This is an optimization exercise on Yosys and OpenROAD, whose aim is small area, not a production implementation. At most, simulation tests tie the RTL to the original design; equivalence was not proved. The RTL of runs 1, 2, 4 and 6 was laid out without a check of its function. Power figures rest on the tool's default switching activity, not on a simulated workload.

==> flow/constraint.sdc <==
create_clock -name core_clock -period 7.0 [get_ports {CLK}]
set_input_delay 1.4000 -clock core_clock [delete_from_list [all_inputs] [get_ports {CLK}]]
set_output_delay 1.4000 -clock core_clock [all_outputs]
set_load 0.01 [all_outputs]
==> flow/design.v <==
`timescale 1ns/1ps
module riscvTop (
   input  logic        CLK,
   input  logic        RSTn,
   output logic        iMemCsn,
   output logic [11:0] iMemAddr,    
   input  logic [31:0] iMemData,
   output logic        dMemCsn,
   output logic [11:0] dMemAddr,    
   output logic [31:0] dMemDout,
   input  logic [31:0] dMemData,
   output logic        dMemWen,
   output logic        rfWe,
   output logic [4:0]  rfRa1,
   output logic [4:0]  rfRa2,
   output logic [4:0]  rfWa,
   input  logic [31:0] rfRd1,
   input  logic [31:0] rfRd2,
   output logic [31:0] rfWd,
   output logic        halt,
   output logic [31:0] numInst
);
   logic [9:0]  pc;       
   logic [3:0]  ph;
   logic [31:0] r;
   logic [3:0]  prev;
   logic        carry, eq;
   wire [31:0] ins = iMemData;
   wire [2:0]  f3  = ins[14:12];
   wire isJal   = ins[3];
   wire isLui   = ins[2] & ~ins[3];
   wire isSys   = ins[6] & ins[4];
   wire isBr    = ins[6] & ~ins[4] & ~ins[2];
   wire isLoad  = ~ins[5] & ~ins[4];
   wire isStore = ~ins[6] & ins[5] & ~ins[4];
   wire isImm   = ~ins[5] & ins[4];
   wire isAlu   = ~ins[6] & ins[4] & ~ins[2];    
   wire isReg   = isAlu & ins[5];
   wire regWr   = isAlu | isLui | isJal | isLoad;
   wire aluOp   = isAlu & ~p2;
   wire isSll   = aluOp & (f3 == 3'b001);
   wire isSrl   = aluOp & (f3 == 3'b101);
   wire isSlt   = aluOp & (f3 == 3'b010);
   wire isLogic = aluOp & f3[2] & (f3[1] | ~f3[0]);    
   wire isSub   = ~p2 & ((isReg & (f3 == 3'b000) & ins[30]) | (isAlu & (f3 == 3'b010)) | isBr);
   wire p2    = ph[3] & ~ph[2];             
   wire prime = (ph == 4'd15);
   wire wr    = ph[3] & ph[2] & ~ph[1];     
   wire [2:0] dig = ph[2:0];
   wire [4:0] shamt = isImm ? ins[24:20] : rfRd2[4:0];
   wire       frac  = |shamt[1:0];
   logic [4:0] ri;
   logic [1:0] fs;
   always_comb begin
      fs = 2'd0;
      if (isSrl)      fs = -shamt[1:0];
      else if (isSll) fs = shamt[1:0];
   end
   wire [4:0] first = isSrl ? {2'b00, shamt[4:2]} : isSll ? {2'b11, ~shamt[4:2]} : 5'h1f;
   wire       setup = (ph == 4'd14);
   wire       hold  = prime & isSrl & ~frac;
   always_ff @(posedge CLK) ri <= setup ? first : ri + {4'd0, ~hold};
   wire       usePc   = isJal | p2;
   wire       inRange = (ri[4:3] == 2'b00) & ~isLui & ~usePc;
   logic [3:0] pcDig;
   always_comb begin
      case (dig)
         3'd0: pcDig = {pc[1:0], 2'b00};
         3'd1: pcDig = pc[5:2];
         3'd2: pcDig = pc[9:6];
         default: pcDig = 4'd0;
      endcase
   end
   wire [3:0] cur = inRange ? rfRd1[{ri[2:0], 2'b00} +: 4] : (usePc ? pcDig : 4'd0);
   wire [7:0] fun = {cur, prev};
   wire [3:0] opA;
   assign opA[0] = fun[4 - fs];
   assign opA[1] = fun[5 - fs];
   assign opA[2] = fun[6 - fs];
   assign opA[3] = fun[7 - fs];
   wire taken = isJal | (isBr & (eq ^ ins[12]));
   wire useS  = isStore | isBr;
   logic [3:0] immIS;
   always_comb begin
      case (dig)
         3'd0: immIS = useS ? ins[10:7] : ins[23:20];
         3'd1: immIS = {ins[27:25], useS ? ins[11] : ins[24]};
         3'd2: immIS = {p2 ? (isJal ? ins[20] : ins[7]) : ins[31], ins[30:28]};
         default: immIS = {4{ins[31]}};
      endcase
   end
   wire [3:0] immU   = (dig < 3'd3) ? 4'd0 : ins[{dig, 2'b00} +: 4];
   wire [3:0] four   = {1'b0, dig == 3'd0, 2'b00};
   wire [3:0] rs2Dig = rfRd2[{dig, 2'b00} +: 4];
   logic [3:0] opB;
   always_comb begin
      if (p2)                opB = taken ? immIS : four;
      else if (isReg | isBr) opB = rs2Dig;
      else if (isLui)        opB = immU;
      else if (isJal)        opB = four;
      else                   opB = immIS;
   end
   wire [3:0] bx = opB ^ {4{isSub}};
   logic [3:0] tt;
   always_comb begin
      if (isSll | isSrl) tt = 4'b1100;    
      else if (isSlt)    tt = 4'b0000;
      else if (isLogic)  tt = (f3[1:0] == 2'b00) ? 4'b0110 : (f3[0] ? 4'b1000 : 4'b1110);
      else               tt = 4'b0110;
   end
   wire arith = ~(isSll | isSrl | isSlt | isLogic);
   logic [4:0] c;
   logic [3:0] out;
   always_comb begin
      c[0] = carry;
      for (int i = 0; i < 4; i++) begin
         out[i]   = tt[{opA[i], bx[i]}] ^ (arith & c[i]);
         c[i + 1] = (opA[i] & bx[i]) | (c[i] & (opA[i] ^ bx[i]));
      end
   end
   wire b31 = isImm ? ins[31] : rfRd2[31];
   wire lt  = ~carry ^ rfRd1[31] ^ b31;
   wire p1dig = ~ph[3] & ~p2;
   always_ff @(posedge CLK) begin
      r     <= {out, r[31:4]};
      prev  <= cur;
      carry <= prime ? isSub : (~wr & c[4]);
      eq    <= ((p1dig & (dig == 3'd0)) | eq) & (~p1dig | (out == 4'd0));
   end
   wire last = p2 & ph[1];                  
   always_ff @(posedge CLK) begin
      if (RSTn) begin
         ph   <= 4'd14;
         pc   <= 10'd0;
         halt <= 1'b0;
      end else begin
         case (ph)
            4'd7:    ph <= 4'd12;
            4'd12:   ph <= 4'd8;
            4'd10:   ph <= 4'd14;
            default: ph <= ph + 4'd1;
         endcase
         if (last && !isSys) pc <= {out, r[31:26]};
         if (wr && isSys) halt <= 1'b1;
      end
   end
   logic       cc, clr;
   wire        rot = p1dig & ~halt;
   wire [4:0]  inc = {1'b0, clr ? 4'd0 : numInst[3:0]} + {4'd0, (dig == 3'd0) | cc};
   always_ff @(posedge CLK) begin
      cc <= inc[4];
      if (rot) numInst <= {inc[3:0], numInst[31:4]};
      if (RSTn) clr <= 1'b1;
      else if (rot && dig == 3'd7) clr <= 1'b0;
   end
   assign iMemCsn  = 1'b0;
   assign iMemAddr = {pc, 2'b00};
   assign rfRa1    = ins[19:15];
   assign rfRa2    = ins[24:20];
   assign rfWa     = ins[11:7];
   assign rfWe     = wr & regWr & (ins[11:7] != 5'd0);
   assign rfWd     = isLoad ? dMemData : {r[31:1], r[0] | (isSlt & lt)};
   assign dMemCsn  = 1'b0;
   assign dMemWen  = ~(wr & isStore);
   assign dMemAddr = r[13:2];
   assign dMemDout = rfRd2;
endmodule
==> flow/standard.sh <==
#!/bin/bash
# synth_recipe.tcl (not shown) runs the flow's synth.tcl, then flattens the netlist and writes it again
# the make line also repeats each setting of config.mk as NAME=value (left out here)
make -C /OpenROAD-flow-scripts/flow DESIGN_CONFIG=/design/flow/config.mk WORK_HOME=/design/flow/orfs CLKGATE_MAP_FILE= SYNTH_SCRIPT=/design/flow/synth_recipe.tcl "${@:-finish}"
==> flow/flow/run.sh <==
#!/bin/bash
# Standard ORFS layout with two changes:
#  - ABC maps the combinational logic for area (flow/abc_area.script) instead
#    of ORFS's delay-oriented script; everything else in synthesis, including
#    the flip-flops and their names, is unchanged;
#  - the port buffers are the smallest buffer (buf_1); the resizer still
#    upsizes any that timing, slew or capacitance need.
set -euo pipefail
rm -rf scripts_local
cp -r "$FLOW_HOME/scripts" scripts_local
cp flow/abc_area.script scripts_local/abc_speed.script
export SCRIPTS_DIR="$PWD/scripts_local"
export BUFFER_PORTS_ARGS="-buffer_cell sky130_fd_sc_hd__buf_1"
export CTS_ARGS="-sink_clustering_enable -repair_clock_nets -buf_list sky130_fd_sc_hd__clkbuf_8 -dont_use_dummy_load"
bash standard.sh > standard_make.log 2>&1
==> flow/flow/abc_area.script <==
strash
&get -n
&st
&syn2
&synch2
&put
dch -f
amap
strash
dch -f
amap
topo
stime -c
==> flow/config.mk <==
export PLATFORM = sky130hd
export DESIGN_NAME = riscvTop
export DESIGN_NICKNAME = riscvTop
export VERILOG_FILES = /design/flow/design.v
export SDC_FILE = /design/flow/constraint.sdc
export NUM_CORES = 4
export LEC_CHECK = 0
export CAP_MARGIN = 5
export CORE_MARGIN = 2
export CORE_UTILIZATION = 40
export CTS_BUF_LIST = sky130_fd_sc_hd__clkbuf_8
export SLEW_MARGIN = 5
==> key figures, run 1 <==
Layout
  • Most frequent cells in the layout: buf_1, nor2_1, dfxtp_1
  • Most common cell after layout, fill and taps aside: buf_1
  • Final Net Count: 927
  • Area Overhead vs Synth: 18.3%
  • Fin util: 48.0%
  • Post-route insts no fill: 951
  • Diode count: 0
  • Layout cells sized above 1: 2.44%

Status
  • Outcome: timing/DRC/antenna clean

Clocking
  • CTS Buffer Depth: 2
  • CTS tree: yes
  • H-Tree Depth: 3
  • # hold bufs at CTS: 0
  • CTS resizes: 0
  • Setup Buffers After CTS: 0
  • Clock Pin Slew Worst Setup and Hold Paths: 100 ps
  • Clock latency (worst-skew pair): 380 ps
  • Sink Count: 92
  • Root Buffer Master: clkbuf_8
  • TritonCTS Buffers: 9

Logic synthesis
  • Synth Instances: 559
  • Synthesis Warnings: 1
  • Area contributors post-synth: dfxtp_1, edfxtp_1, buf_4, o22ai_1, a22o_1
  • Flops & latches, synth: 92
  • Sequential share of the synthesized area: 42.6%
  • Avg Synthesized Cell Area: 9.08 µm²
  • Unique masters post-synth: 38
  • Synth Cell Area: 5080 µm²
  • Post-synth top area share: 23.7%
  • Largest area contributor in the netlist: dfxtp_1

Power and ir drop
  • Logic pwr share: 45.9%
  • Worst vdd ir: 0.167 mV
  • Pwr dens: 363 nW/µm²
  • Internal Power: 0.00125 W
  • Sequential power share: 41.2%
  • Clock power share: 12.8%
  • Sw Ratio: 42.8%
  • Sw Pwr: 0.000935 W
  • Leak pwr: 2.05 nW

Critical path
  • Worst path arrival time: 6150 ps
  • Delay-heaviest family, CP: simple AND/OR/NAND/NOR gates
  • Crit-path slowest cell: nor2_1
  • Crit-path cells: buf_1 -> clkinv_1 -> nor2_1 -> nand2_1 -> nor2_1 -> clkinv_1 -> nor2_1 -> clkinv_1 -> ha_1 -> clkinv_1 -> o22ai_1 -> clkinv_1 -> ha_1 -> a21oi_1 -> clkinv_1 -> a21oi_1 -> clkinv_1 -> a21oi_1 -> or2_0 -> a21oi_1 -> nor4_1 -> nor2_1 -> a21oi_1
  • CP required: 7290 ps
  • Crit start category: input port
  • Crit path capture type: flop
  • Crit Path Class: input port to flop
  • Largest stage delay, worst path: 470 ps
  • Crit path launch: iMemData[4]
  • Worst path most repeated cell: clkinv_1
  • CP Max Fanout: 9
  • Worst r2r src: ph[1]$_SDFF_PP1_
  • Buf+Inv Stages, Crit Path: 8

Floorplanning
  • Rows: 41
  • Die width: 117 µm
  • Die area: 13600 µm²
  • Number of I/O pins: 270
  • CORE AREA: 12500 µm²
  • Starting Density: 40.6%
  • Chip height: 117 µm

Global route
  • Total grt overflow: 0
  • Largest net degree at the start of global routing: 35
  • Vias in the first global route: 4531
  • Antenna violations before repair: 0
  • GRT Total Usage: 22.4%
  • Global-route wire length before repair: 23400 µm

Placement
  • RePlAce Congestion: 0.911
  • Placed Cells: 942
  • Detailed placer's ending HPWL: 12600 µm
  • PortBufs: 263

Route
  • Detailed Route WL: 15900 µm
  • Vias: 5180
  • Top sig layer: met4
  • WL per Instance: 16.8 µm
  • Avg Vias per Cell: 5.45
  • Post-route ant nets: 0
  • Met3 WL: 1060 µm
  • Met1 wire length: 7170 µm
  • DR DRC count: 0
  • Initial DRT Pass Iterations: 5
  • Starting DRT DRC Count: 283
  • Met2 routed WL: 7570 µm

STA
  • Sum Neg Setup Slack: 0 ps
  • Setup violators final: 0
  • Unrepaired setup endpoints after global routing: no
  • Fin crit period: 5870 ps
  • Least-Margin Pin Slew: 809 ps
  • Max frequency: 170 MHz
  • Final hold violation count: 0
  • Final setup skew: 25.3 ps
  • Max-slew violations: 0
  • Slew HR: 45.7%
  • Final period util: 83.8%

Flow run
  • Max Cap Viol: 0

Worst hold path
  • Hold Path Class: flop to flop
  • Hold Path Origin: r[24]$_DFF_P_
==> path summary, 6_finish.rpt <==
path                   endpoint  slack, ps  cells past startpoint
hold / removal    r[20]$_DFF_P_        330                      0
setup / recovery     eq$_DFF_P_       1130                     23
hold reg to reg   r[20]$_DFF_P_        330                      0
setup reg to reg     eq$_DFF_P_       1630                     23
==> layer usage <==
metal  GRT usage (%)  up-vias
li1                -     2541
met1            29.5     2388
met2            37.8      237
met3            4.10       14
met4            6.51        0
met5               0        -
==> final cells by class <==
| class | count | area (µm²) |
|---|---|---|
| Fill cell | 1271 | 6510 |
| Clock buffer | 9 | 124 |
| Sequential cell | 92 | 2160 |
| Multi-Input combinational cell | 356 | 2270 |
| Inverter | 51 | 191 |
| Tap cell | 172 | 215 |
| Timing Repair Buffer | 271 | 1050 |
==> logic make-up after synthesis <==
| family | share of synthesized area, % |
|---|---|
| AOI/OAI and AO/OA | 30.0 |
| and+or+nand+nor | 10.3 |
| buffers and inverters | 13.1 |
| DFF | 42.6 |
| adders and majority gates | 3.94 |
| other | 0.0739 |
==> sequential cells by signal (all words and copies together), names as in the netlist <==
signal   cells
carry        1
cc           1
clr          1
eq           1
halt         1
numInst     32
pc          10
ph           4
prev         4
r           32
ri           5
==> power by group through the flow <==
| stage | registers, W | logic, W | clock network (W) |
|---|---|---|---|
| final | 0.000900 | 0.00100 | 0.000280 |
| after CTS | 0.000903 | 0.000999 | 0.000292 |
| after global placement | 0.000908 | 0.000982 | 0 |
| after global routing | 0.000929 | 0.00112 | 0.000307 |
| after detailed placement | 0.000913 | 0.000995 | 0 |
| after floorplan | 0.000919 | 0.000662 | 0 |
==> synth_stat cells <==
master and count:
a222oi_1 2, ha_1 16, nor3_1 13, o22a_1 6, o31ai_1 1, o21a_1 1
a22oi_1 20, or2_0 7, o21bai_1 1, nor2b_1 4, nand2_1 23, nor4_1 2
nor2_1 63, and2_0 1, conb_1 1, o22ai_1 53, a221oi_1 15, a2111oi_0 1
nand3_1 3, dfxtp_1 60, clkinv_1 51, or3_1 1, a21oi_1 34, o221a_1 1
nand4_1 4, edfxtp_1 32, o32a_1 6, buf_4 63, o31a_1 1, o21ai_0 16
a41o_1 1, a221o_1 1, o221ai_1 8, o32ai_1 5, a22o_1 31, o211ai_1 1
a211oi_1 1, a31oi_1 9
==> per-stage QoR <==
step	hold slack (ps)	worst slack, ps	area, µm²	total power [W]
2_1_floorplan	332	1660	5090	0.00158
3_3_place_gp	335	971	5880	0.00189
3_5_place_dp	339	812	5880	0.00191
4_1_cts	327	1130	6010	0.00219
5_1_grt	344	434	6010	0.00235
6_report	326	1130	6010	0.00218
==> run 2: changes to the inputs <==
--- a/flow/design.v
+++ b/flow/design.v
@@ -22,7 +22,7 @@
 );
    logic [9:0]  pc;       
    logic [3:0]  ph;
-   logic [31:0] r;
+   logic [31:4] r;       
    logic [3:0]  prev;
    logic        carry, eq;
    wire [31:0] ins = iMemData;
@@ -45,7 +45,7 @@
    wire isSub   = ~p2 & ((isReg & (f3 == 3'b000) & ins[30]) | (isAlu & (f3 == 3'b010)) | isBr);
    wire p2    = ph[3] & ~ph[2];             
    wire prime = (ph == 4'd15);
-   wire wr    = ph[3] & ph[2] & ~ph[1];     
+   wire wr    = ~ph[3] & (ph[2:0] == 3'd7);
    wire [2:0] dig = ph[2:0];
    wire [4:0] shamt = isImm ? ins[24:20] : rfRd2[4:0];
    wire       frac  = |shamt[1:0];
@@ -119,10 +119,10 @@
       end
    end
    wire b31 = isImm ? ins[31] : rfRd2[31];
-   wire lt  = ~carry ^ rfRd1[31] ^ b31;
+   wire lt  = ~c[4] ^ rfRd1[31] ^ b31;
    wire p1dig = ~ph[3] & ~p2;
    always_ff @(posedge CLK) begin
-      r     <= {out, r[31:4]};
+      r     <= {out, r[31:8]};
       prev  <= cur;
       carry <= prime ? isSub : (~wr & c[4]);
       eq    <= ((p1dig & (dig == 3'd0)) | eq) & (~p1dig | (out == 4'd0));
@@ -135,8 +135,6 @@
          halt <= 1'b0;
       end else begin
          case (ph)
-            4'd7:    ph <= 4'd12;
-            4'd12:   ph <= 4'd8;
             4'd10:   ph <= 4'd14;
             default: ph <= ph + 4'd1;
          endcase
@@ -159,9 +157,9 @@
    assign rfRa2    = ins[24:20];
    assign rfWa     = ins[11:7];
    assign rfWe     = wr & regWr & (ins[11:7] != 5'd0);
-   assign rfWd     = isLoad ? dMemData : {r[31:1], r[0] | (isSlt & lt)};
+   assign rfWd     = isLoad ? dMemData : {out, r[31:5], r[4] | (isSlt & lt)};
    assign dMemCsn  = 1'b0;
    assign dMemWen  = ~(wr & isStore);
-   assign dMemAddr = r[13:2];
+   assign dMemAddr = r[17:6];
    assign dMemDout = rfRd2;
 endmodule
--- a/flow/config.mk
+++ b/flow/config.mk
@@ -5,8 +5,8 @@
 export SDC_FILE = /design/flow/constraint.sdc
 export NUM_CORES = 4
 export LEC_CHECK = 0
-export CAP_MARGIN = 5
+export CAP_MARGIN = 20
 export CORE_MARGIN = 2
 export CORE_UTILIZATION = 40
 export CTS_BUF_LIST = sky130_fd_sc_hd__clkbuf_8
-export SLEW_MARGIN = 5
+export SLEW_MARGIN = 20
==> run 2 against run 1 <==
Critical path depth increased by 3. Still clean on timing, DRC and antenna. Highest routed layer unchanged. Global-route usage increased by 0.58 points. Sequential power fell by 11%. Largest power group unchanged. Sequential share of layout area shrank 2.5 points. Utilization increased by 3.6 points. Largest cell class unchanged.
==> key figures, run 2 <==
Clocking
  • Sink Count: 88 (-4.3%)
  • CTS Buffer Depth: 2 (unchanged)
  • Clock latency (worst-skew pair): 350 ps (-30 ps)
  • TritonCTS Buffers: 9 (unchanged)
  • CTS tree: yes
  • # hold bufs at CTS: 0 (unchanged)
  • Root Buffer Master: clkbuf_8
  • H-Tree Depth: 3 (unchanged)
  • Clock Pin Slew Worst Setup and Hold Paths: 70 ps (-30 ps)

Floorplanning
  • Chip height: 115 µm (-1.2%)
  • Rows: 40 (-2.4%)
  • CORE AREA: 12100 µm² (-3.6%)
  • Die area: 13300 µm² (-2.4%)
  • Die width: 115 µm (-1.2%)
  • Starting Density: 41.0% (+0.47 points)
  • Number of I/O pins: 270 (unchanged)

Layout
  • Diode count: 0 (unchanged)
  • Final Net Count: 938 (+1.2%)
  • Area Overhead vs Synth: 25.7%
  • Max reg flops: 32
  • Layout cells sized above 1: 10.0% (+7.6 points)
  • Largest register by flop count: numInst
  • Most frequent cells in the layout: buf_1, dfxtp_1, o22ai_1
  • Most common cell after layout, fill and taps aside: buf_1
  • Biggest regs: numInst x32, r x28, pc x10

Logic synthesis
  • Flops & latches, synth: 88 (-4.3%)
  • Asr flop ratio synth: 0% (unchanged)
  • Avg Synthesized Cell Area: 9.20 µm² (+1.3%)
  • Sequential share of the synthesized area: 42.1% (-0.52 points)
  • Area contributors post-synth: dfxtp_1, edfxtp_1, buf_4, o22ai_1, a22o_1
  • Count leader, synth: buf_4
  • Ys flop type: dfxtp_1
  • Post-synth EDFFs: 32 (unchanged)
  • Synth Cell Area: 4950 µm² (-2.5%)
  • Post-synth top area share: 22.7% (-1.0 points)
  • Unique masters post-synth: 36 (-5.3%)
  • Synthesis Warnings: 1 (unchanged)
  • Synth cell count leaders: buf_4, o22ai_1, dfxtp_1
  • Largest area contributor in the netlist: dfxtp_1
  • Synth Instances: 538 (-3.8%)

Critical path
  • R2R depth: 27 (+17%)
  • Crit Path Class: input port to primary output
  • CP Max Fanout: 5 (-4)
  • Worst r2r src: ph[0]$_SDFF_PP0_
  • Worst path arrival time: 5340 ps (-810 ps)
  • Worst setup path end: rfWd[0]
  • Crit path launch: iMemData[5]
  • CP required: 5600 ps (-1690 ps)
  • R2R setup slack: 2070 ps (+440 ps)
  • Reg2Reg Capture Point: eq$_DFF_P_
  • Crit path capture type: primary output
  • Crit start category: input port

Placement
  • Detailed placer's ending HPWL: 12900 µm (+2.3%)
  • Setup slack at placement: -171 ps (-983 ps)
  • RePlAce Congestion: 0.941 (+3.4%)
  • PortBufs: 263 (unchanged)

STA
  • Least-Margin Pin Slew: 774 ps (-35.6 ps)
  • Final setup skew: 15.7 ps (-9.59 ps)
  • Max frequency: 148 MHz (-13%)
  • Sum Neg Setup Slack: 0 ps (unchanged)
  • Final period util: 96.2% (+12 points)
  • PnR worst setup slack: 264 ps (-870 ps)
  • Fin crit period: 6740 ps (+870 ps)
  • Slew HR: 48.1% (+2.4 points)
  • Setup violators final: 0 (unchanged)
  • Final hold violation count: 0 (unchanged)
  • Max-slew violations: 0 (unchanged)

Power and ir drop
  • Worst vdd ir: 0.0902 mV (-46%)
  • Pwr dens: 303 nW/µm² (-17%)
  • Leak pwr: 2.18 nW (+5.9%)

Worst hold path
  • Hold Path Class: flop to flop
  • WHS Path Cells: 0 (unchanged)

Global route
  • Total grt overflow: 0 (unchanged)
  • Global-route wire length before repair: 23700 µm (+1.0%)
  • Vias in the first global route: 4644 (+2.5%)
  • Largest net degree at the start of global routing: 35 (unchanged)
  • Antenna violations before repair: 0 (unchanged)
  • GRT Total Usage: 23.0% (+0.58 points)

Route
  • Vias: 5258 (+1.5%)
  • Post-route ant nets: 0 (unchanged)
  • DR DRC count: 0 (unchanged)
  • Detailed Route WL: 16100 µm (+0.95%)
  • Initial DRT Pass Iterations: 6 (+1)
  • Starting DRT DRC Count: 321 (+13%)
  • WL per Instance: 16.8 µm (+0.21%)
  • Avg Vias per Cell: 5.49 (+0.76%)

Status
  • Outcome: timing/DRC/antenna clean

Flow run
  • Max Cap Viol: 0 (unchanged)
[run 2: cell types whose count changed in the layout (fill, tap and decap cells not counted), moves of 4 or more]
cell | previous run | this run
buf_4 | 8 | 40
nor2_1 | 61 | 37
a21oi_1 | 34 | 18
a21oi_2 | 0 | 6
nand2_1 | 23 | 17
a221oi_1 | 15 | 20
nand3_1 | 3 | 8
o21ai_0 | 16 | 21
dfxtp_1 | 60 | 56
inv_2 | 0 | 4
nor2_2 | 2 | 6
o22ai_2 | 0 | 4
[run 2: how the worst min path moves through the flow]
stage | startpoint | endpoint | slack, ps
floorplan | r[18]$_DFF_P_ | r[14]$_DFF_P_ | 330
detailed placement | r[18]$_DFF_P_ | r[14]$_DFF_P_ | 340
global placement | r[22]$_DFF_P_ | r[18]$_DFF_P_ | 340
global route | r[20]$_DFF_P_ | r[16]$_DFF_P_ | 360
CTS | r[18]$_DFF_P_ | r[14]$_DFF_P_ | 360
finish | r[24]$_DFF_P_ | r[20]$_DFF_P_ | 360
[run 2: kinds of logic after synthesis]
| kind of cell | count (synthesis) | share of synthesized area (%) |
|---|---|---|
| other | 1 | 0.0758 |
| flip-flops | 88 | 42.1 |
| buffers and inverters | 117 | 13.7 |
| AND/OR/NAND/NOR | 97 | 8.67 |
| adder cells (fa/ha/maj) | 16 | 4.05 |
| AO/OA/AOI/OAI | 219 | 31.5 |
[run 2: layer usage]
| metal | wire [µm] | track usage, % | vias to the layer above |
|---|---|---|---|
| met2 | 8110 | 41.7 | 263 |
| met4 | 465 | 8.92 | 0 |
| met3 | 1140 | 3.58 | 26 |
| met1 | 6380 | 27.2 | 2431 |
| li1 | - | - | 2538 |
| met5 | 0 | 0 | - |
[run 2: repair_timing]
item / 4_1_cts / 5_1_grt
resized for setup: 8 / 22
pin swaps: 1 / 7
setup endpoints to repair: 1 / 3
setup buffers: 1 / 2
gates cloned: 0 / 0
hold endpoints to repair: 0 / 0
[run 2: final cells by class]
type                            count  area, µm²
Clock buffer                        9        124
Sequential cell                    88       2080
Tap cell                          168        210
Fill cell                        1205       5840
Multi-Input combinational cell    336       2310
Timing Repair Buffer              303       1290
Inverter                           54        204
[run 2: through the flow]
step | cell area (µm²) | power [W] | std cells | hold slack (ps) | utilization, %
after global routing | 6220 | 0.00202 | 958 | 364 | 51.6
after floorplan | 4960 | 0.00135 | 541 | 332 | -
after CTS | 6140 | 0.00189 | 956 | 357 | 50.9
final | 6220 | 0.00188 | 958 | 356 | 51.6
after detailed placement | 5970 | 0.00161 | 946 | 342 | 49.5
after global placement | 5970 | 0.00159 | 946 | 335 | 49.5
[run 2: worst max-delay path, stage by stage]
cell and delay [ps]:
buf_1 290, a22oi_2 140, buf_4 180, o22ai_1 140, nor2_1 60, o32ai_1 260
buf_4 170, o22ai_1 60, a31oi_1 150, o22a_1 180, nor2_1 60, a21oi_2 160
clkinv_1 110, ha_1 310, a21oi_2 170, clkinv_1 100, a21oi_2 150, clkinv_1 90
a21oi_2 150, clkinv_1 90, a21oi_2 190, nor2_1 80, a211oi_2 210, buf_4 150
o32a_1 140, clkbuf_2 130
[run 2: report_power, final]
part / total (W) / switching, W / internal [W] / leakage, nW
Combinational: 0.000818 / 0.000494 / 0.000324 / 1.35
Clock: 0.000265 / 0.000150 / 0.000115 / 0.0647
Sequential: 0.000799 / 0.000112 / 0.000687 / 0.762
Total: 0.00188 / 0.000756 / 0.00113 / 2.18
==> run 3: changes to the inputs <==
--- a/flow/design.v
+++ b/flow/design.v
@@ -22,7 +22,7 @@
 );
    logic [9:0]  pc;       
    logic [3:0]  ph;
-   logic [31:4] r;       
+   logic [31:0] r;
    logic [3:0]  prev;
    logic        carry, eq;
    wire [31:0] ins = iMemData;
@@ -45,23 +45,23 @@
    wire isSub   = ~p2 & ((isReg & (f3 == 3'b000) & ins[30]) | (isAlu & (f3 == 3'b010)) | isBr);
    wire p2    = ph[3] & ~ph[2];             
    wire prime = (ph == 4'd15);
-   wire wr    = ~ph[3] & (ph[2:0] == 3'd7);
+   wire wr    = ph[3] & ph[2] & ~ph[1];     
    wire [2:0] dig = ph[2:0];
    wire [4:0] shamt = isImm ? ins[24:20] : rfRd2[4:0];
    wire       frac  = |shamt[1:0];
-   logic [4:0] ri;
+   logic [3:0] ri;
    logic [1:0] fs;
    always_comb begin
       fs = 2'd0;
       if (isSrl)      fs = -shamt[1:0];
       else if (isSll) fs = shamt[1:0];
    end
-   wire [4:0] first = isSrl ? {2'b00, shamt[4:2]} : isSll ? {2'b11, ~shamt[4:2]} : 5'h1f;
+   wire [3:0] first = isSrl ? {1'b0, shamt[4:2]} : isSll ? {1'b1, ~shamt[4:2]} : 4'hf;
    wire       setup = (ph == 4'd14);
    wire       hold  = prime & isSrl & ~frac;
-   always_ff @(posedge CLK) ri <= setup ? first : ri + {4'd0, ~hold};
+   always_ff @(posedge CLK) ri <= setup ? first : ri + {3'd0, ~hold};
    wire       usePc   = isJal | p2;
-   wire       inRange = (ri[4:3] == 2'b00) & ~isLui & ~usePc;
+   wire       inRange = ~ri[3] & ~isLui & ~usePc;
    logic [3:0] pcDig;
    always_comb begin
       case (dig)
@@ -119,10 +119,10 @@
       end
    end
    wire b31 = isImm ? ins[31] : rfRd2[31];
-   wire lt  = ~c[4] ^ rfRd1[31] ^ b31;
+   wire lt  = ~carry ^ rfRd1[31] ^ b31;
    wire p1dig = ~ph[3] & ~p2;
    always_ff @(posedge CLK) begin
-      r     <= {out, r[31:8]};
+      r     <= {out, r[31:4]};
       prev  <= cur;
       carry <= prime ? isSub : (~wr & c[4]);
       eq    <= ((p1dig & (dig == 3'd0)) | eq) & (~p1dig | (out == 4'd0));
@@ -135,6 +135,8 @@
          halt <= 1'b0;
       end else begin
          case (ph)
+            4'd7:    ph <= 4'd12;
+            4'd12:   ph <= 4'd8;
             4'd10:   ph <= 4'd14;
             default: ph <= ph + 4'd1;
          endcase
@@ -157,9 +159,9 @@
    assign rfRa2    = ins[24:20];
    assign rfWa     = ins[11:7];
    assign rfWe     = wr & regWr & (ins[11:7] != 5'd0);
-   assign rfWd     = isLoad ? dMemData : {out, r[31:5], r[4] | (isSlt & lt)};
+   assign rfWd     = isLoad ? dMemData : {r[31:1], r[0] | (isSlt & lt)};
    assign dMemCsn  = 1'b0;
    assign dMemWen  = ~(wr & isStore);
-   assign dMemAddr = r[17:6];
+   assign dMemAddr = r[13:2];
    assign dMemDout = rfRd2;
 endmodule
==> run 3 against run 2 <==
Still clean on timing, DRC and antenna. Fmax up 14%. Count of clock-buffer cells in the layout unchanged. Non-clock buffer count down 32. Via count down 3.6%. Global-route usage down 0.38 points. Utilization down 2.6 points. Sequential power up 12%. Combinational power up 22%. Clock skew up 4.3 ps. Largest cell class unchanged. Largest power group unchanged.
==> key figures, run 3 <==
Logic synthesis
  • Area contributors post-synth: dfxtp_1, edfxtp_1, buf_4, o22ai_1, a22o_1
  • Synth Instances: 549 (+2.0%)
  • Asr flop ratio synth: 0% (unchanged)
  • Sequential share of the synthesized area: 42.6% (+0.50 points)
  • Post-synth top area share: 23.5% (+0.82 points)
  • Unique masters post-synth: 37 (+2.8%)
  • Count leader, synth: buf_4
  • Synthesis Warnings: 1 (unchanged)
  • Flops & latches, synth: 91 (+3.4%)
  • Avg Synthesized Cell Area: 9.16 µm² (-0.37%)
  • Synth Cell Area: 5030 µm² (+1.7%)
  • Ys flop type: dfxtp_1
  • Synth cell count leaders: buf_4, dfxtp_1, nor2_1
  • Post-synth EDFFs: 32 (unchanged)
  • Largest area contributor in the netlist: dfxtp_1

Placement
  • RePlAce Congestion: 0.954 (+1.3%)
  • Setup slack at placement: 812 ps (+983 ps)
  • PortBufs: 263 (unchanged)
  • Detailed placer's ending HPWL: 12600 µm (-2.5%)

STA
  • Fin crit period: 5930 ps (-803 ps)
  • Setup violators final: 0 (unchanged)
  • Fin Hold WS: 355 ps (-1.16 ps)
  • Max-slew violations: 0 (unchanged)
  • Least-Margin Pin Slew: 817 ps (+43.6 ps)
  • PnR worst setup slack: 1070 ps (+803 ps)
  • Final hold violation count: 0 (unchanged)
  • Max frequency: 169 MHz (+14%)
  • Slew HR: 45.2% (-2.9 points)
  • Unrepaired setup endpoints after global routing: no
  • Sum Neg Setup Slack: 0 ps (unchanged)
  • Final setup skew: 20.0 ps (+4.28 ps)
  • Final period util: 84.8% (-11 points)

Floorplanning
  • Number of I/O pins: 270 (unchanged)
  • Die width: 116 µm (+0.80%)
  • Starting Density: 41.4% (+0.34 points)
  • CORE AREA: 12200 µm² (+0.83%)
  • Rows: 40 (unchanged)
  • Chip height: 116 µm (+0.80%)
  • Die area: 13500 µm² (+1.6%)

Layout
  • Layout cells sized above 1: 2.47% (-7.5 points)
  • Final Net Count: 917 (-2.2%)
  • Most frequent cells in the layout: buf_1, dfxtp_1, o22ai_1
  • Most common cell after layout, fill and taps aside: buf_1
  • Diode count: 0 (unchanged)
  • Fillers: 1215 (+0.83%)
  • Area Overhead vs Synth: 18.4%
  • Biggest regs: numInst x32, r x32, pc x10

Clocking
  • Clock latency (worst-skew pair): 350 ps (about the same)
  • CTS resizes: 0 (-8)
  • Root Buffer Master: clkbuf_8
  • CTS Buffer Depth: 2 (unchanged)
  • H-Tree Depth: 3 (unchanged)
  • Clock Pin Slew Worst Setup and Hold Paths: 80 ps (about the same)
  • CTS tree: yes
  • # hold bufs at CTS: 0 (unchanged)
  • TritonCTS Buffers: 9 (unchanged)
  • Setup Buffers After CTS: 0 (-1)
  • Sink Count: 91 (+3.4%)

Critical path
  • CP required: 7290 ps (+1690 ps)
  • Worst path arrival time: 6230 ps (+890 ps)
  • CP Max Fanout: 9 (+4)
  • Crit path capture type: flop
  • Delay-heaviest family, CP: simple AND/OR/NAND/NOR gates
  • Crit-path cells: buf_1 -> clkinv_1 -> nor2_1 -> nand2_1 -> nor2_1 -> clkinv_1 -> nor2_1 -> clkinv_1 -> ha_1 -> clkinv_1 -> o22ai_1 -> clkinv_1 -> ha_1 -> a21oi_1 -> clkinv_1 -> a21oi_1 -> clkinv_1 -> a21oi_1 -> or2_0 -> a21oi_1 -> nor4_1 -> o21a_1
  • Crit Path Class: input port to flop
  • Buf+Inv Stages, Crit Path: 8 (-1)
  • Largest stage delay, worst path: 470 ps (+160 ps)
  • Crit start category: input port
  • Worst path most repeated cell: clkinv_1
  • R2R depth: 21 (-22%)
  • CP Depth: 22 (-15%)
  • Crit-path slowest cell: nor2_1

Route
  • WL per Instance: 16.8 µm (-0.23%)
  • Vias: 5071 (-3.6%)
  • Post-route ant nets: 0 (unchanged)
  • Initial DRT Pass Iterations: 5 (-1)
  • DR DRC count: 0 (unchanged)
  • Starting DRT DRC Count: 217 (-32%)
  • Detailed Route WL: 15700 µm (-2.4%)
  • Avg Vias per Cell: 5.41 (-1.4%)

Global route
  • Total grt overflow: 0 (unchanged)
  • Antenna violations before repair: 0 (unchanged)
  • Vias in the first global route: 4491 (-3.3%)
  • Global-route wire length before repair: 23300 µm (-1.5%)
  • Largest net degree at the start of global routing: 35 (unchanged)
  • GRT Total Usage: 22.6% (-0.38 points)

Worst hold path
  • Hold Path Class: flop to flop
  • WHS Path Cells: 0 (unchanged)

Power and ir drop
  • Worst vdd ir: 0.231 mV (+160%)
  • Pwr dens: 363 nW/µm² (+20%)
  • Leak pwr: 2.05 nW (-5.7%)

Status
  • Outcome: timing/DRC/antenna clean

Flow run
  • Max Cap Viol: 0 (unchanged)
run 3: cell types whose count changed in the layout (fill, tap and decap cells not counted), moves of 4 or more:
| cell | change |
|---|---|
| a21oi_1 | +10 |
| a21oi_2 | -6 |
| a221oi_1 | -6 |
| a31oi_1 | -6 |
| buf_4 | -32 |
| inv_2 | -4 |
| nand2_1 | +7 |
| nor2_1 | +15 |
| nor2_2 | -4 |
| o22ai_2 | -4 |
run 3: power by group:
part / switching, W / internal, W
sequential: 0.000143 / 0.000749
combinational: 0.000616 / 0.000381
clock: 0.000157 / 0.000115
run 3: layout make-up:
cell class / count / area, µm² / share of cell area, %
repair buffers: 271 / 1050 / 17.6
clock buffers: 9 / 124 / 2.08
multi-input cells: 351 / 2260 / 37.9
inverters: 47 / 176 / 2.96
flip-flops and latches: 91 / 2140 / 36.0
well taps: 168 / 210 / 3.53
run 3: final timing paths:
kind	start	endpoint	slack, ps
max	iMemData[4]	eq$_DFF_P_	1070
min	r[18]$_DFF_P_	r[14]$_DFF_P_	360
max reg2reg	ph[2]$_SDFF_PP1_	eq$_DFF_P_	1430
min reg2reg	r[18]$_DFF_P_	r[14]$_DFF_P_	360
run 3: stage by stage:
stage                     power (W)  cells  util (%)  instance area [µm²]
after floorplan             0.00158    552         -                 5040
after global placement      0.00189    928      48.0                 5830
after detailed placement    0.00190    928      48.0                 5830
after CTS                   0.00218    937      49.0                 5960
after global routing        0.00234    937      49.0                 5960
final                       0.00216    937      49.0                 5960
run 3: logic make-up after synthesis:
logic type      share of synthesized area (%)
compound gates                           30.5
fa+ha+maj                                3.98
buf+inv                                  12.9
flops                                    42.6
other cells                            0.0745
simple gates                             10.0
run 3: routing by layer:
layer / vias to the layer above / global-route usage [%] / part of all wire (%)
li1: 2494 / - / -
met5: - / 0 / 0
met1: 2309 / 28.8 / 43
met4: 0 / 7.54 / 1.7
met3: 16 / 5.03 / 7.8
met2: 252 / 38.2 / 47
==> run 4: changes to the inputs <==
--- a/flow/design.v
+++ b/flow/design.v
@@ -45,7 +45,7 @@
    wire isSub   = ~p2 & ((isReg & (f3 == 3'b000) & ins[30]) | (isAlu & (f3 == 3'b010)) | isBr);
    wire p2    = ph[3] & ~ph[2];             
    wire prime = (ph == 4'd15);
-   wire wr    = ph[3] & ph[2] & ~ph[1];     
+   wire wr    = (ph == 4'd12);
    wire [2:0] dig = ph[2:0];
    wire [4:0] shamt = isImm ? ins[24:20] : rfRd2[4:0];
    wire       frac  = |shamt[1:0];
@@ -132,20 +132,19 @@
       if (RSTn) begin
          ph   <= 4'd14;
          pc   <= 10'd0;
-         halt <= 1'b0;
       end else begin
          case (ph)
             4'd7:    ph <= 4'd12;
-            4'd12:   ph <= 4'd8;
+            4'd12:   ph <= isSys ? 4'd13 : 4'd8;
+            4'd13:   ph <= 4'd13;    
             4'd10:   ph <= 4'd14;
             default: ph <= ph + 4'd1;
          endcase
-         if (last && !isSys) pc <= {out, r[31:26]};
-         if (wr && isSys) halt <= 1'b1;
+         if (last) pc <= {out, r[31:26]};
       end
    end
    logic       cc, clr;
-   wire        rot = p1dig & ~halt;
+   wire        rot = p1dig;
    wire [4:0]  inc = {1'b0, clr ? 4'd0 : numInst[3:0]} + {4'd0, (dig == 3'd0) | cc};
    always_ff @(posedge CLK) begin
       cc <= inc[4];
@@ -153,6 +152,7 @@
       if (RSTn) clr <= 1'b1;
       else if (rot && dig == 3'd7) clr <= 1'b0;
    end
+   assign halt     = (ph == 4'd13);
    assign iMemCsn  = 1'b0;
    assign iMemAddr = {pc, 2'b00};
    assign rfRa1    = ins[19:15];
==> run 4 against run 3 <==
Count of clock-buffer cells in the layout did not move. Utilization is essentially flat. Largest power group unchanged. Sequential share of layout area decreased by 0.35 points. Synthesized cell count rose by 2.0%. Non-clock buffer count unchanged. Power up 1.3%. Global-route usage fell by 0.18 points. Combinational power rose by 4%. First-iteration DRC count rose by 2.3%. Still clean on timing, DRC and antenna. Register-to-register slack better by 370 ps.
==> key figures, run 4 <==
Status
  • Outcome: timing/DRC/antenna clean

Logic synthesis
  • Synthesis Warnings: 1 (unchanged)
  • Flops & latches, synth: 90 (-1.1%)
  • Area contributors post-synth: dfxtp_1, edfxtp_1, buf_4, a22o_1, o22ai_1
  • Post-synth EDFFs: 32 (unchanged)
  • Post-synth top area share: 23.1% (-0.42 points)
  • Mux contribution to synthesized area: 0% (unchanged)
  • Xor-xnor portion of the synthesized cell area: 0% (unchanged)
  • Count leader, synth: buf_4
  • Synth cell count leaders: buf_4, nor2_1, dfxtp_1
  • Largest family of logic cells by synthesized area: compound AO/OA/AOI/OAI gates
  • Sequential share of the synthesized area: 42.1% (-0.44 points)
  • Synth Instances: 560 (+2.0%)
  • Avg Synthesized Cell Area: 8.99 µm² (-1.9%)
  • Post-synthesis adder-cell area fraction: 3.98% (about the same)
  • Synth Cell Area: 5040 µm² (about the same)
  • Post-Synth Simple-Gate Area: 10.8% (+0.81 points)
  • Asr flop ratio synth: 0% (unchanged)
  • Largest area contributor in the netlist: dfxtp_1
  • Unique masters post-synth: 38 (+2.7%)
  • Synth Area in Compound Gates: 29.7% (-0.73 points)
  • Ys flop type: dfxtp_1

Global route
  • Vias in the first global route: 4658 (+3.7%)
  • Total grt overflow: 0 (unchanged)
  • Global-route wire length before repair: 23300 µm (about the same)
  • Met2 global-route usage: 38.9% (+0.70 points)
  • Antenna violations before repair: 0 (unchanged)
  • Busiest grt layer: met2
  • Met1 Resource Use GR: 28.2% (-0.62 points)
  • Largest net degree at the start of global routing: 38 (+8.6%)
  • Met3 usage: 4.51% (-0.52 points)
  • GRT Total Usage: 22.4% (-0.18 points)

STA
  • Final hold violation count: 0 (unchanged)
  • Least-Margin Pin Slew: 814 ps (-3.73 ps)
  • PnR worst setup slack: 1090 ps (+21.7 ps)
  • Final period util: 84.5% (-0.31 points)
  • Fin crit period: 5910 ps (-21.7 ps)
  • Final setup skew: 18.3 ps (-1.62 ps)
  • Max-slew violations: 0 (unchanged)
  • Slew HR: 45.6% (+0.38 points)
  • Unrepaired setup endpoints after global routing: no
  • Fin Hold WS: 352 ps (-3.42 ps)
  • Max frequency: 169 MHz (+0.37%)
  • Sum Neg Setup Slack: 0 ps (unchanged)
  • Setup violators final: 0 (unchanged)

Placement
  • Detailed placer's ending HPWL: 12500 µm (-0.86%)
  • Setup slack at placement: 728 ps (-83.8 ps)
  • Post-DP Area: 5830 µm² (about the same)
  • RePlAce Congestion: 0.916 (-4.0%)
  • PortBufs: 263 (unchanged)

Floorplanning
  • CORE AREA: 12200 µm² (unchanged)
  • Starting Density: 41.4% (about the same)
  • Number of I/O pins: 270 (unchanged)
  • Chip height: 116 µm (about the same)
  • Die width: 116 µm (about the same)
  • Rows: 40 (unchanged)
  • Die area: 13500 µm² (about the same)

Route
  • WL per Instance: 16.5 µm (-1.5%)
  • Vias: 5145 (+1.5%)
  • Post-route ant nets: 0 (unchanged)
  • Initial DRT Pass Iterations: 5 (unchanged)
  • Detailed Route WL: 15700 µm (-0.38%)
  • Starting DRT DRC Count: 222 (+2.3%)
  • DR DRC count: 0 (unchanged)
  • Avg Vias per Cell: 5.43 (+0.28%)

Critical path
  • CP required: 7300 ps (about the same)
  • R2R depth: 23 (+9.5%)
  • Crit-path slowest cell: o32ai_1
  • Crit path capture type: flop
  • Worst path arrival time: 6210 ps (-20 ps)
  • Crit Path Class: input port to flop
  • CP Max Fanout: 7 (-2)
  • Crit-path cells: buf_1 -> clkinv_1 -> nor2_1 -> clkinv_1 -> o22ai_1 -> ha_1 -> o21ai_0 -> ha_1 -> clkinv_1 -> nor2_1 -> o32ai_1 -> ha_1 -> a21oi_1 -> clkinv_1 -> a21oi_1 -> clkinv_1 -> a21oi_1 -> or2_0 -> a21oi_1 -> nor4_1 -> nor2_1 -> a21oi_1
  • Delay-heaviest family, CP: compound AO/OA/AOI/OAI gates
  • Largest stage delay, worst path: 450 ps (-20 ps)
  • Buf+Inv Stages, Crit Path: 6 (-2)
  • CP Depth: 22 (unchanged)
  • Crit start category: input port

Layout
  • Biggest regs: numInst x32, r x32, pc x10
  • Layout cells sized above 1: 2.31% (-0.16 points)
  • Most common cell after layout, fill and taps aside: buf_1
  • Diode count: 0 (unchanged)
  • Most frequent cells in the layout: buf_1, nor2_1, dfxtp_1
  • Area Overhead vs Synth: 18.3% (about the same)
  • Fillers: 1263 (+4.0%)
  • Final Net Count: 928 (+1.2%)
  • Final non-filler cell area: 5960 µm² (about the same)

Clocking
  • Setup Buffers After CTS: 0 (unchanged)
  • TritonCTS Buffers: 9 (unchanged)
  • Sink Count: 90 (-1.1%)
  • CTS Buffer Depth: 2 (unchanged)
  • Clock latency (worst-skew pair): 370 ps (+20 ps)
  • # hold bufs at CTS: 0 (unchanged)
  • CTS resizes: 0 (unchanged)
  • Root Buffer Master: clkbuf_8
  • H-Tree Depth: 3 (unchanged)
  • Clock Pin Slew Worst Setup and Hold Paths: 90 ps (about the same)
  • CTS tree: yes

Power and ir drop
  • Sw Pwr: 0.000944 W (+3.0%)
  • Leak pwr: 2.04 nW (-0.58%)
  • Pwr dens: 368 nW/µm² (+1.3%)
  • Sequential power share: 40.0% (-1.3 points)
  • Clock power share: 12.5% (about the same)
  • Internal Power: 0.00125 W (about the same)
  • Worst vdd ir: 0.161 mV (-30%)
  • Sw Ratio: 43.1% (+0.70 points)
  • Logic pwr share: 47.5% (+1.4 points)

Flow run
  • Max Cap Viol: 0 (unchanged)

Worst hold path
  • Hold Path Class: flop to flop
  • WHS Path Cells: 0 (unchanged)
[run 4: cell types whose count changed after synthesis, moves of 4 or more]
cell	change
nand2_1	+8
nor2_1	+8
o21ai_0	-7
clkinv_1	+5
or2_0	-4
o22ai_1	-10
a21oi_1	+6
[run 4: per-stage QoR]
step | utilization, % | total power [W] | cells
6_report | 49.0 | 0.00219 | 948
5_1_grt | 49.0 | 0.00237 | 948
4_1_cts | 49.0 | 0.00220 | 948
3_5_place_dp | 48.0 | 0.00192 | 939
3_3_place_gp | 48.0 | 0.00191 | 939
2_1_floorplan | - | 0.00160 | 563
[run 4: worst paths after layout]
check	start	endpoint	slack, ps
worst max-delay path	iMemData[4]	eq$_DFF_P_	1090
worst min-delay path	r[28]$_DFF_P_	r[24]$_DFF_P_	350
worst max register to register	ph[1]$_SDFF_PP1_	eq$_DFF_P_	1800
worst min register to register	r[28]$_DFF_P_	r[24]$_DFF_P_	350
[run 4: layout make-up]
| class | instances | area [µm²] | share of cell area (%) |
|---|---|---|---|
| clock buffers | 9 | 124 | 2.08 |
| inverters | 52 | 195 | 3.28 |
| multi-input cells | 358 | 2260 | 37.9 |
| flip-flops and latches | 90 | 2120 | 35.6 |
| well taps | 168 | 210 | 3.53 |
| repair buffers | 271 | 1050 | 17.6 |
[run 4: layer usage]
metal	wire [µm]	up-vias
met5	0	-
met4	198	0
met3	1160	20
met2	7450	248
met1	6840	2360
li1	-	2517
[run 4: logic make-up after synthesis]
family	after synthesis
other cells	1
fa+ha+maj	16
buf+inv	115
simple gates	128
flops	90
compound gates	210
[run 4: worst reg2reg max path, stage by stage (launching register included)]
cell	delay, ps
dfxtp_1	300
buf_4	190
clkinv_1	100
buf_4	200
ha_1	440
clkinv_1	200
a31oi_1	450
o21ai_0	400
o22ai_1	300
clkinv_1	110
o22ai_1	200
o21ai_0	120
o32ai_1	240
ha_1	310
a21oi_1	200
clkinv_1	90
a21oi_1	200
clkinv_1	80
a21oi_1	190
or2_0	160
a21oi_1	110
nor4_1	360
nor2_1	70
a21oi_1	110
[run 4: power groups by stage]
stage	Sequential (W)	Combinational, W	Clock, W
after floorplan	0.000899	0.000699	0
after global placement	0.000878	0.00103	0
after detailed placement	0.000888	0.00104	0
after CTS	0.000877	0.00104	0.000286
after global routing	0.000899	0.00117	0.000305
final	0.000876	0.00104	0.000273
==> run 5: changes to the inputs <==
--- a/flow/design.v
+++ b/flow/design.v
@@ -23,7 +23,7 @@
    logic [9:0]  pc;       
    logic [3:0]  ph;
    logic [31:0] r;
-   logic [3:0]  prev;
+   logic [3:1]  prev;    
    logic        carry, eq;
    wire [31:0] ins = iMemData;
    wire [2:0]  f3  = ins[14:12];
@@ -45,7 +45,7 @@
    wire isSub   = ~p2 & ((isReg & (f3 == 3'b000) & ins[30]) | (isAlu & (f3 == 3'b010)) | isBr);
    wire p2    = ph[3] & ~ph[2];             
    wire prime = (ph == 4'd15);
-   wire wr    = (ph == 4'd12);
+   wire wr    = ph[3] & ph[2] & ~ph[1];     
    wire [2:0] dig = ph[2:0];
    wire [4:0] shamt = isImm ? ins[24:20] : rfRd2[4:0];
    wire       frac  = |shamt[1:0];
@@ -72,12 +72,15 @@
       endcase
    end
    wire [3:0] cur = inRange ? rfRd1[{ri[2:0], 2'b00} +: 4] : (usePc ? pcDig : 4'd0);
-   wire [7:0] fun = {cur, prev};
-   wire [3:0] opA;
-   assign opA[0] = fun[4 - fs];
-   assign opA[1] = fun[5 - fs];
-   assign opA[2] = fun[6 - fs];
-   assign opA[3] = fun[7 - fs];
+   logic [3:0] opA;
+   always_comb begin
+      case (fs)
+         2'd0: opA = cur;
+         2'd1: opA = {cur[2:0], prev[3]};
+         2'd2: opA = {cur[1:0], prev[3:2]};
+         default: opA = {cur[0], prev[3:1]};
+      endcase
+   end
    wire taken = isJal | (isBr & (eq ^ ins[12]));
    wire useS  = isStore | isBr;
    logic [3:0] immIS;
@@ -123,7 +126,7 @@
    wire p1dig = ~ph[3] & ~p2;
    always_ff @(posedge CLK) begin
       r     <= {out, r[31:4]};
-      prev  <= cur;
+      prev  <= cur[3:1];
       carry <= prime ? isSub : (~wr & c[4]);
       eq    <= ((p1dig & (dig == 3'd0)) | eq) & (~p1dig | (out == 4'd0));
    end
@@ -132,19 +135,20 @@
       if (RSTn) begin
          ph   <= 4'd14;
          pc   <= 10'd0;
+         halt <= 1'b0;
       end else begin
          case (ph)
             4'd7:    ph <= 4'd12;
-            4'd12:   ph <= isSys ? 4'd13 : 4'd8;
-            4'd13:   ph <= 4'd13;    
+            4'd12:   ph <= 4'd8;
             4'd10:   ph <= 4'd14;
             default: ph <= ph + 4'd1;
          endcase
-         if (last) pc <= {out, r[31:26]};
+         if (last && !isSys) pc <= {out, r[31:26]};
+         if (wr && isSys) halt <= 1'b1;
       end
    end
    logic       cc, clr;
-   wire        rot = p1dig;
+   wire        rot = p1dig & ~halt;
    wire [4:0]  inc = {1'b0, clr ? 4'd0 : numInst[3:0]} + {4'd0, (dig == 3'd0) | cc};
    always_ff @(posedge CLK) begin
       cc <= inc[4];
@@ -152,7 +156,6 @@
       if (RSTn) clr <= 1'b1;
       else if (rot && dig == 3'd7) clr <= 1'b0;
    end
-   assign halt     = (ph == 4'd13);
    assign iMemCsn  = 1'b0;
    assign iMemAddr = {pc, 2'b00};
    assign rfRa1    = ins[19:15];
==> run 5 against run 4 <==
Largest cell class unchanged. Still clean on timing, DRC and antenna. Hold slack better by 6.3 ps. Synthesized cell count is 3.0% lower. Die area fell by 1.5%. Power decreased by 2.2%. Cell count shrank 2.0%.
==> key figures, run 5 <==
Status
  • Outcome: timing/DRC/antenna clean

Global route
  • Antenna violations before repair: 0 (unchanged)
  • Global-route wire length before repair: 23500 µm (+0.89%)
  • Total grt overflow: 0 (unchanged)
  • Largest net degree at the start of global routing: 35 (-7.9%)
  • Vias in the first global route: 4554 (-2.2%)
  • GRT Total Usage: 23.1% (+0.67 points)

Flow run
  • Max Cap Viol: 0 (unchanged)

Layout
  • Final non-filler cell area: 5870 µm² (-1.6%)
  • Layout cells sized above 1: 2.23% (-0.074 points)
  • Area Overhead vs Synth: 18.4% (about the same)
  • Register Area: 2120 µm² (unchanged)
  • Biggest regs: numInst x32, r x32, pc x10
  • Most frequent cells in the layout: buf_1, dfxtp_1, nor2_1
  • Final Net Count: 907 (-2.3%)
  • Fillers: 1242 (-1.7%)
  • Area of the multi-input gates: 2190 µm² (-2.9%)
  • Most common cell after layout, fill and taps aside: buf_1
  • Diode count: 0 (unchanged)

Route
  • Detailed Route WL: 15900 µm (+1.6%)
  • Initial DRT Pass Iterations: 4 (-1)
  • Post-route ant nets: 0 (unchanged)
  • Starting DRT DRC Count: 325 (+46%)
  • Avg Vias per Cell: 5.45 (+0.46%)
  • WL per Instance: 17.1 µm (+3.7%)
  • DR DRC count: 0 (unchanged)
  • Vias: 5065 (-1.6%)

Logic synthesis
  • Post-synthesis adder-cell area fraction: 3.53% (-0.44 points)
  • Sequential share of the synthesized area: 42.8% (+0.68 points)
  • Largest family of logic cells by synthesized area: compound AO/OA/AOI/OAI gates
  • Xor-xnor portion of the synthesized cell area: 0% (unchanged)
  • Count leader, synth: buf_4
  • Post-Synth Simple-Gate Area: 9.95% (-0.86 points)
  • Synthesis Warnings: 1 (unchanged)
  • Synth cell count leaders: buf_4, dfxtp_1, nor2_1
  • Asr flop ratio synth: 0% (unchanged)
  • Area contributors post-synth: dfxtp_1, edfxtp_1, buf_4, a22o_1, o22ai_1
  • Synth Area in Compound Gates: 30.4% (+0.63 points)
  • Unique masters post-synth: 38 (unchanged)
  • Largest area contributor in the netlist: dfxtp_1
  • Ys flop type: dfxtp_1
  • Flops & latches, synth: 90 (unchanged)
  • Avg Synthesized Cell Area: 9.13 µm² (+1.5%)
  • Post-synth top area share: 23.4% (+0.37 points)
  • Post-synth EDFFs: 32 (unchanged)
  • Synth Cell Area: 4960 µm² (-1.6%)
  • Synth Instances: 543 (-3.0%)
  • Mux contribution to synthesized area: 0% (unchanged)

Critical path
  • Worst path arrival time: 6030 ps (-180 ps)
  • R2R depth: 23 (unchanged)
  • CP required: 7310 ps (about the same)
  • Crit start category: input port
  • Crit path capture type: flop
  • CP Max Fanout: 7 (unchanged)
  • Crit Path Class: input port to flop

STA
  • Slew HR: 47.4% (+1.8 points)
  • Setup violators final: 0 (unchanged)
  • Least-Margin Pin Slew: 784 ps (-29.2 ps)
  • Final period util: 81.8% (-2.7 points)
  • Max-slew violations: 0 (unchanged)
  • Unrepaired setup endpoints after global routing: no
  • Sum Neg Setup Slack: 0 ps (unchanged)
  • Fin crit period: 5730 ps (-186 ps)
  • Final hold violation count: 0 (unchanged)
  • Fin Hold WS: 358 ps (+6.26 ps)
  • Max frequency: 175 MHz (+3.2%)
  • Final setup skew: 14.8 ps (-3.50 ps)

Clocking
  • TritonCTS Buffers: 9 (unchanged)
  • Root Buffer Master: clkbuf_8
  • H-Tree Depth: 3 (unchanged)
  • Clock latency (worst-skew pair): 370 ps (about the same)
  • Setup Buffers After CTS: 0 (unchanged)
  • CTS resizes: 0 (unchanged)
  • CTS tree: yes
  • # hold bufs at CTS: 0 (unchanged)
  • Sink Count: 90 (unchanged)
  • CTS Buffer Depth: 2 (unchanged)
  • Clock Pin Slew Worst Setup and Hold Paths: 90 ps (about the same)

Placement
  • PortBufs: 263 (unchanged)
  • RePlAce Congestion: 0.918 (+0.20%)
  • Detailed placer's ending HPWL: 12600 µm (+1.3%)
  • Post-DP Area: 5740 µm² (-1.6%)

Floorplanning
  • Starting Density: 41.1% (-0.32 points)
  • Die width: 115 µm (-0.77%)
  • CORE AREA: 12100 µm² (-0.82%)
  • Number of I/O pins: 270 (unchanged)
  • Die area: 13300 µm² (-1.5%)
  • Rows: 40 (unchanged)
  • Chip height: 115 µm (-0.77%)

Power and ir drop
  • Worst vdd ir: 0.159 mV (-1.1%)
  • Pwr dens: 365 nW/µm² (-0.62%)
  • Leak pwr: 2.01 nW (-1.3%)

Worst hold path
  • WHS Path Cells: 0 (unchanged)
  • Hold Path Class: flop to flop
==> run 5: cell types whose count changed after synthesis, moves of 3 or more <==
cell      previous run  this run
nor2_1              62        53
nand2_1             32        28
o22a_1               4         8
o22ai_1             43        39
a221oi_1            15        18
a22oi_1             20        23
clkinv_1            52        49
nor3_1              12        15
o21ai_0             15        18
==> run 5: critical path: stages <==
cell,delay [ps]
buf_1,160
clkinv_1,150
nor2_1,380
clkinv_1,290
o22ai_1,280
ha_1,280
o21ai_0,530
clkinv_1,300
o22ai_1,280
o22ai_1,150
ha_1,320
a21oi_1,200
clkinv_1,90
a21oi_1,200
clkinv_1,80
a21oi_1,200
nor2_1,80
nor2_1,110
a21oi_1,70
nor4_1,320
o21a_1,140
==> run 5: metrics by stage <==
stage / std cells / util [%] / setup slack (ps) / power (W)
after floorplan: 546 / - / 1660 / 0.00156
after global placement: 920 / 47.6 / 1050 / 0.00186
after detailed placement: 920 / 47.6 / 905 / 0.00188
final: 929 / 48.6 / 1270 / 0.00214
after global routing: 929 / 48.6 / 672 / 0.00231
after CTS: 929 / 48.6 / 1290 / 0.00216
==> run 5: final cells by class <==
type,count,share of cell area (%)
Timing Repair Buffer,269,17.6
Tap cell,168,3.58
Inverter,49,3.14
Sequential cell,90,36.2
Clock buffer,9,2.11
Multi-Input combinational cell,344,37.4
==> run 5: per-layer routing <==
metal / GRT usage, % / wire length (µm) / share of wire (%)
met1: 28.9 / 6940 / 44
met4: 8.03 / 279 / 1.8
met5: 0 / 0 / 0
met2: 39.9 / 7550 / 47
met3: 4.27 / 1130 / 7.1
==> run 5: where the power goes <==
part           total [W]  switching (W)  internal (W)
Sequential      0.000894       0.000147      0.000747
Clock           0.000279       0.000164      0.000115
Combinational   0.000970       0.000607      0.000363
Total            0.00214       0.000917       0.00123
==> run 5: worst paths after layout <==
| check | slack (ps) | end | from |
|---|---|---|---|
| min | 360 | r[21]$_DFF_P_ | r[25]$_DFF_P_ |
| max | 1270 | eq$_DFF_P_ | iMemData[4] |
| min reg2reg | 360 | r[21]$_DFF_P_ | r[25]$_DFF_P_ |
| max reg2reg | 1580 | eq$_DFF_P_ | ph[2]$_SDFF_PP1_ |
==> run 5: cell families after synthesis <==
family                     Yosys count
DFF                                 90
AOI/OAI and AO/OA                  211
and+or+nand+nor                    115
buffers and inverters              112
adders and majority gates           14
other                                1
==> run 6: changes to the inputs <==
--- a/flow/design.v
+++ b/flow/design.v
@@ -65,7 +65,7 @@
    logic [3:0] pcDig;
    always_comb begin
       case (dig)
-         3'd0: pcDig = {pc[1:0], 2'b00};
+         3'd0: pcDig = {pc[1:0], {2{plus4}}};
          3'd1: pcDig = pc[5:2];
          3'd2: pcDig = pc[9:6];
          default: pcDig = 4'd0;
@@ -83,6 +83,7 @@
    end
    wire taken = isJal | (isBr & (eq ^ ins[12]));
    wire useS  = isStore | isBr;
+   wire plus4 = ~p2 | ~taken;    
    logic [3:0] immIS;
    always_comb begin
       case (dig)
@@ -93,32 +94,29 @@
       endcase
    end
    wire [3:0] immU   = (dig < 3'd3) ? 4'd0 : ins[{dig, 2'b00} +: 4];
-   wire [3:0] four   = {1'b0, dig == 3'd0, 2'b00};
    wire [3:0] rs2Dig = rfRd2[{dig, 2'b00} +: 4];
    logic [3:0] opB;
    always_comb begin
-      if (p2)                opB = taken ? immIS : four;
+      if (p2)                opB = taken ? immIS : 4'd0;
       else if (isReg | isBr) opB = rs2Dig;
       else if (isLui)        opB = immU;
-      else if (isJal)        opB = four;
+      else if (isJal)        opB = 4'd0;
       else                   opB = immIS;
    end
-   wire [3:0] bx = opB ^ {4{isSub}};
-   logic [3:0] tt;
-   always_comb begin
-      if (isSll | isSrl) tt = 4'b1100;    
-      else if (isSlt)    tt = 4'b0000;
-      else if (isLogic)  tt = (f3[1:0] == 2'b00) ? 4'b0110 : (f3[0] ? 4'b1000 : 4'b1110);
-      else               tt = 4'b0110;
-   end
-   wire arith = ~(isSll | isSrl | isSlt | isLogic);
+   wire isShift = isSll | isSrl;
+   wire [3:0] bx = (opB ^ {4{isSub}}) & {4{~isShift}};
+   wire [3:0] p  = opA ^ bx;
+   wire [3:0] g  = opA & bx;
+   wire X = ~isSlt & ~(isLogic & f3[1] & f3[0]);
+   wire A = ~isSlt & ~isLogic;
+   wire O = isLogic & f3[1];
    logic [4:0] c;
    logic [3:0] out;
    always_comb begin
       c[0] = carry;
       for (int i = 0; i < 4; i++) begin
-         out[i]   = tt[{opA[i], bx[i]}] ^ (arith & c[i]);
-         c[i + 1] = (opA[i] & bx[i]) | (c[i] & (opA[i] ^ bx[i]));
+         out[i]   = ((p[i] & X) ^ (c[i] & A)) | (g[i] & O);
+         c[i + 1] = g[i] | (p[i] & c[i]);
       end
    end
    wire b31 = isImm ? ins[31] : rfRd2[31];
@@ -127,7 +125,7 @@
    always_ff @(posedge CLK) begin
       r     <= {out, r[31:4]};
       prev  <= cur[3:1];
-      carry <= prime ? isSub : (~wr & c[4]);
+      carry <= prime ? (isSub | isJal) : wr ? plus4 : c[4];
       eq    <= ((p1dig & (dig == 3'd0)) | eq) & (~p1dig | (out == 4'd0));
    end
    wire last = p2 & ph[1];                  
==> run 6 against run 5 <==
Fmax up 3.9%. Routed wire length is 3.7% lower. Sequential share of layout area is 0.30 points higher. Critical path depth increased by 1. Non-clock buffer count grew 1. First-iteration DRC count grew 2.5%. Power up 2.4%. Area after synthesis down 0.58%. Cell count fell by 2.7%. Via count shrank 0.59%. Count of clock-buffer cells in the layout is the same. Largest cell class unchanged. Largest power group unchanged.
==> key figures, run 6 <==
Global route
  • GRT Total Usage: 22.2% (-0.93 points)
  • Global-route wire length before repair: 22700 µm (-3.3%)
  • Met3 usage: 5.27% (+1.0 points)
  • Antenna violations before repair: 0 (unchanged)
  • Met2 global-route usage: 39.7% (-0.20 points)

Worst hold path
  • Hold Crit Endpoint: r[17]$_DFF_P_
  • WHS Path Cells: 0 (unchanged)

Status
  • Outcome: timing/DRC/antenna clean

Critical path
  • Crit-path slowest cell: nor3_1
  • Largest stage delay, worst path: 600 ps (+70 ps)
  • Reg2Reg Capture Point: eq$_DFF_P_
  • Worst path arrival time: 5800 ps (-230 ps)
  • Crit Path Class: input port to flop
  • Worst path most repeated cell: nor2_1
  • R2R depth: 27 (+17%)
  • CP Max Fanout: 7 (unchanged)

STA
  • Unrepaired setup endpoints after global routing: no
  • Max-slew violations: 0 (unchanged)
  • Final setup skew: 24.4 ps (+9.55 ps)
  • Max frequency: 181 MHz (+3.9%)
  • Slew HR: 45.7% (-1.7 points)

Power and ir drop
  • Sw Ratio: 42.8% (-0.044 points)
  • Worst vdd ir: 0.172 mV (+8.2%)
  • Clock power share: 12.2% (-0.8 points)
  • Internal Power: 0.00126 W (+2.5%)
  • Pwr dens: 377 nW/µm² (+3.3%)
  • Sequential power share: 40.9% (-0.8 points)
  • Sw Pwr: 0.000939 W (+2.3%)

Clocking
  • CTS tree: yes
  • H-Tree Depth: 3 (unchanged)
  • Setup Buffers After CTS: 0 (unchanged)

Logic synthesis
  • Sequential share of the synthesized area: 43.1% (+0.25 points)
  • Synth cell count leaders: buf_4, nor2_1, dfxtp_1
  • Post-synth EDFFs: 32 (unchanged)
  • Post-synth top area share: 23.6% (+0.14 points)
  • Area contributors post-synth: dfxtp_1, edfxtp_1, buf_4, a22o_1, o22ai_1
  • Count leader, synth: buf_4
  • Unique masters post-synth: 43 (+13%)
  • Largest area contributor in the netlist: dfxtp_1
  • Synth Instances: 538 (-0.92%)
  • Ys flop type: dfxtp_1

Layout
  • Biggest regs: numInst x32, r x32, pc x10
  • Most common cell after layout, fill and taps aside: buf_1
  • Most frequent cells in the layout: buf_1, nor2_1, dfxtp_1

Route
  • Starting DRT DRC Count: 333 (+2.5%)

Flow run
  • Max Cap Viol: 0 (unchanged)

Floorplanning
  • Die area: 13200 µm² (-0.56%)
  • Starting Density: 41.0% (-0.068 points)

Placement
  • Setup slack at placement: 1230 ps (+321 ps)
-- run 6: cell type report --
class	count	area share [%]
Tap cell	147	3.16
Clock buffer	9	2.13
Inverter	46	2.97
Multi-Input combinational cell	342	37.4
Sequential cell	90	36.5
Timing Repair Buffer	270	17.9
-- run 6: power groups by stage --
stage	Sequential [W]	Combinational [W]	Clock, W
after global placement	0.000900	0.00102	0
final	0.000897	0.00103	0.000269
after global routing	0.000923	0.00114	0.000302
after CTS	0.000898	0.00103	0.000280
after detailed placement	0.000909	0.00103	0
after floorplan	0.000911	0.000699	0
-- run 6: metal layers --
layer,vias up,part of all wire [%]
met4,0,1.7
met3,18,7.9
met5,-,0
met1,2344,42
met2,238,49
li1,2435,-
-- run 6: through the flow --
step	power [W]	std cells	hold WS, ps	cell area [µm²]	util [%]
after detailed placement	0.00194	895	346	5690	47.4
after global routing	0.00237	904	356	5820	48.4
after floorplan	0.00161	541	332	4940	-
final	0.00220	904	349	5820	48.4
after global placement	0.00192	895	339	5690	47.4
after CTS	0.00221	904	350	5820	48.4
-- run 6: worst max path at each step --
| stage | slack (ps) | cells after the start | startpoint | endpoint |
|---|---|---|---|---|
| 5_1_grt | 910 | 22 | iMemData[4] | eq$_DFF_P_ |
| 6_report | 1490 | 22 | iMemData[4] | eq$_DFF_P_ |
| 4_1_cts | 1600 | 22 | iMemData[4] | eq$_DFF_P_ |
| 2_1_floorplan | 1670 | 3 | iMemData[4] | rfWd[10] |
| 3_5_place_dp | 1230 | 22 | iMemData[4] | eq$_DFF_P_ |
| 3_3_place_gp | 1410 | 22 | iMemData[4] | eq$_DFF_P_ |
-- run 6: logic make-up after synthesis --
group	after synthesis	synth area share, %
other cells	1	0.0761
simple gates	122	10.8
fa+ha+maj	14	3.56
compound gates	199	28.9
flops	90	43.1
buf+inv	109	13.1
xor+xnor	3	0.533
-- run 6: critical path, delay by kind of cell --
kind | cells | cell delay, ps
and+or+nand+nor | 10 | 2190
AOI/OAI and AO/OA | 7 | 1090
buffers and inverters | 4 | 780
adders and majority gates | 1 | 340

==> re-timing with driven ports <==
In the flow no input, the clock included, has a driving cell. The finished layouts below were timed again as built, in two steps.
Step 1 sets driving cells, clkbuf_16 on the clock port and buf_2 on the other inputs (assumed; they add their load-dependent delay and slew).
Step 2 also shifts input and output timing later by t, the mid clock arrival at the registers, as if the neighbouring blocks saw the same clock.
Slacks: no drivers / after step 1 / after step 2; pairs: no drivers / after step 1.
| run | t, ns | setup WS [ns] |
|---|---|---|
| run 1 | 0.402 | 1.134 / 1.142 / 0.740 |
| run 2 | 0.371 | 0.264 / 0.236 / 0.236 |
| run 3 | 0.379 | 1.066 / 1.074 / 0.695 |
| run 4 | 0.395 | 1.088 / 1.104 / 0.708 |
| run 5 | 0.398 | 1.274 / 1.287 / 0.889 |
| run 6 | 0.389 | 1.488 / 1.494 / 1.105 |
After both steps setup and hold are still met in every run listed.
